Source: an optimization exercise on an open RTL-to-GDS flow (aim: small area, a short achievable clock period and few clock cycles). Production flows keep margins and buffers that such runs may drop.
In this exercise RTL edits were held to simulation tests only and were not proved equivalent to the original.
Power and IR drop assume default switching activity.

Setup of main:
==> flow/design.v (excerpt) <==
module dcache_top (
    input  logic               clk_i,
    input  logic               rst_i,
    input  logic               p_strobe_i,
    input  logic               p_rw_i,           
    input  logic               p_flush_i,
    input  dcache_pkg::word_t  p_addr_i,
    input  dcache_pkg::word_t  p_data_i,
    input  dcache_pkg::be_t    p_be_i,
    output dcache_pkg::word_t  p_data_o,
    output logic               p_ready_o,
    output logic               busy_flushing_o,
    output logic               m_strobe_o,
    output logic               m_rw_o,           
    output dcache_pkg::word_t  m_addr_o,
    output dcache_pkg::line_t  m_data_o,
    input  dcache_pkg::line_t  m_data_i,
    input  logic               m_ready_i
);
For scale: ~12000 cells after synthesis, about 5200 flip-flops, about 400 I/O pins.
Settings: LEC_CHECK=0, CAP_MARGIN=30, CORE_MARGIN=2, CORE_UTILIZATION=32, CTS_BUF_LIST=sky130_fd_sc_hd__clkbuf_8, CTS_CLUSTER_SIZE=24, SETUP_SLACK_MARGIN=5, SLEW_MARGIN=40, TNS_END_PERCENT=100; clock period 10.0 ns.
standard.sh (not shown) runs the stock make flow with config.mk's settings and CLKGATE_MAP_FILE= SYNTH_SCRIPT=/design/flow/synth_recipe.tcl, a recipe that flattens the netlist after the stock synthesis.
==> flow/flow/run.sh <==
#!/bin/bash
set -euo pipefail
MARGIN=6.5
sed -E "s/SETUP_SLACK_MARGIN=[0-9.]+/SETUP_SLACK_MARGIN=${MARGIN}/" standard.sh > standard_tight.sh
grep -q "SETUP_SLACK_MARGIN=${MARGIN}" standard_tight.sh
bash standard_tight.sh > make_flow.log 2>&1
test -f out/final.def
main did not stop at any stage, and its layout met the timing, DRC and antenna checks.
Testbench counts of main, summed over its fixed seeds: cycles 66,847.
[inputs] the feature branch vs main
- clearing CTS_BUF_LIST, which used to be sky130_fd_sc_hd__clkbuf_8
- clearing CTS_CLUSTER_SIZE, which used to be 24
Results
The feature branch completed every stage of the flow, and the final layout passed the timing, DRC and antenna checks.
Lower cell depth of the worst flop-to-flop path among the feature branch and main: the feature branch
Setup slack in the feature branch is smaller than in main.
On the feature branch: critical path depth is 1 lower than what main gave.
Row period utilization: the feature branch higher / main lower
Aggregate global-route resource usage delta (main -> the feature branch): insignificant
The feature branch vs. main: clock power up 16%, layout overhead on the synthesized area up 3.7 points.
Against main as the reference, the feature branch delivers a lower global routing usage on met2.
The feature branch vs main: buffer share of cell area up
On clock period minus final worst setup slack, main beats the feature branch.
The run with more routed wire is the feature branch, not main.

* * *

dcache_top, a different RTL version from the one above (not shown whole).
Size in the first run: about 12000 cells after synthesis, ~5300 flip-flops, roughly 400 I/O pins, about 0.20 mm2 of cells after synthesis.
clock: 10.0 ns
lec_check: 0
cap_margin: 30
core_margin: 2
core_utilization: 32
cts_buf_list: sky130_fd_sc_hd__clkbuf_8
cts_cluster_size: 24
setup_slack_margin: 5
slew_margin: 40
tns_end_percent: 30
Scripts as last shown in full above: flow/flow/run.sh
Testbench counts at the start, summed over its fixed seeds: cycles 66,847.
Next try:
CORE_UTILIZATION = 40   (was 32)
TNS_END_PERCENT = 100   (was 30)
Via count rises by 2.5%.
Worst setup slack improves by 0.016 ns.
Register-to-register slack degrades by 0.13 ns.
Clock power stays flat.
Core utilization rises by 11 points.
Routed wire length rises by 4.6%.
Combinational power rises by 17%.
Next try:
CTS_BUF_LIST = default   (was sky130_fd_sc_hd__clkbuf_8)
CTS_CLUSTER_SIZE = default   (was 24)
What happened:
- non-clock buffer count came out higher by 253
- cell count shrinks slightly
- routed wire length grows by a few percent
- total power came out higher by a little under a tenth
- utilization climbs by 1.7 points
- count of clock-buffer cells in the layout goes down by 170
- synthesized cell count does not change

* * *

Another version of the RTL of dcache_top (not shown whole).
Size: about 12000 cells after synthesis, roughly 5200 flip-flops, ~400 I/O pins, roughly 0.20 sq mm of cells after synthesis.
clock: 10.0 ns
lec_check: 0
cap_margin: 30
core_margin: 2
core_utilization: 32
slew_margin: 40
run.sh (not shown) runs the stock make flow with config.mk's settings and CLKGATE_MAP_FILE= SYNTH_SCRIPT=/design/flow/synth_recipe.tcl, a recipe that flattens the netlist after the stock synthesis.
Stock flow here: none of the scripts above is used.
Testbench counts at the start, summed over its fixed seeds: cycles 66,847.
Rerun with:
--- a/flow/config.mk
+++ b/flow/config.mk
@@ -9,3 +9,5 @@
 export CORE_MARGIN = 2
 export CORE_UTILIZATION = 32
+export SETUP_SLACK_MARGIN = 5
 export SLEW_MARGIN = 40
+export TNS_END_PERCENT = 100
Effect: The changed run produced a clean layout; sequential share of layout area came out lower by 1.2 points; first-iteration DRC count came out higher by 4.4%; register-to-register slack improves by 1.4 ns; total power came out higher by about 3.6%; non-clock buffer count came out higher by 221; setup slack improves by 1.5 ns; wire length came out higher by about 5.3%; cell area came out higher by 1.9%; count of clock-buffer cells in the layout came out lower by 25; core utilization came out higher by 0.71 points.

-- port drivers added, routing unchanged --
In the flow no input, the clock included, has a driving cell. The finished layouts below were timed again as built, in two steps. Step 1 (the two cells are an assumption about what drives the block):
set clk [get_ports {clk_i}]
set_driving_cell -lib_cell sky130_fd_sc_hd__clkbuf_16 $clk
set_driving_cell -lib_cell sky130_fd_sc_hd__buf_2 [delete_from_list [all_inputs] $clk]
Step 2 times the ports against the registers' clock, not the clock port: input delays grow and output delays shrink by t, the midpoint of the rising clock arrivals with the driver on. a / b / c = no drivers / after step 1 / after step 2; a / b = the first two.
| run | t, ns | setup WS [ns] | cell pins on the clock port's net |
|---|---|---|---|
| main | 1.460 | 5.269 / 5.215 / 3.755 | 1 |
| the feature branch | 1.224 | 5.051 / 5.055 / 3.830 | 1 |
| the first run of note 2 | 1.454 | 5.437 / 5.312 / 4.511 | 1 |
| the second run of note 2 | 1.430 | 5.453 / 5.327 / 4.527 | 1 |
| the third run of note 2 | 1.185 | 5.725 / 5.611 / 4.706 | 1 |
| the first run of note 3 | 1.171 | 2.410 / 2.364 / 1.193 | 1 |
| the second run of note 3 | 1.125 | 3.936 / 3.936 / 2.859 | 1 |
After both steps every run listed still meets setup and hold. The setup slack of main, which loses most, moves by -0.054 ns with the drivers and by -1.514 ns with both steps.
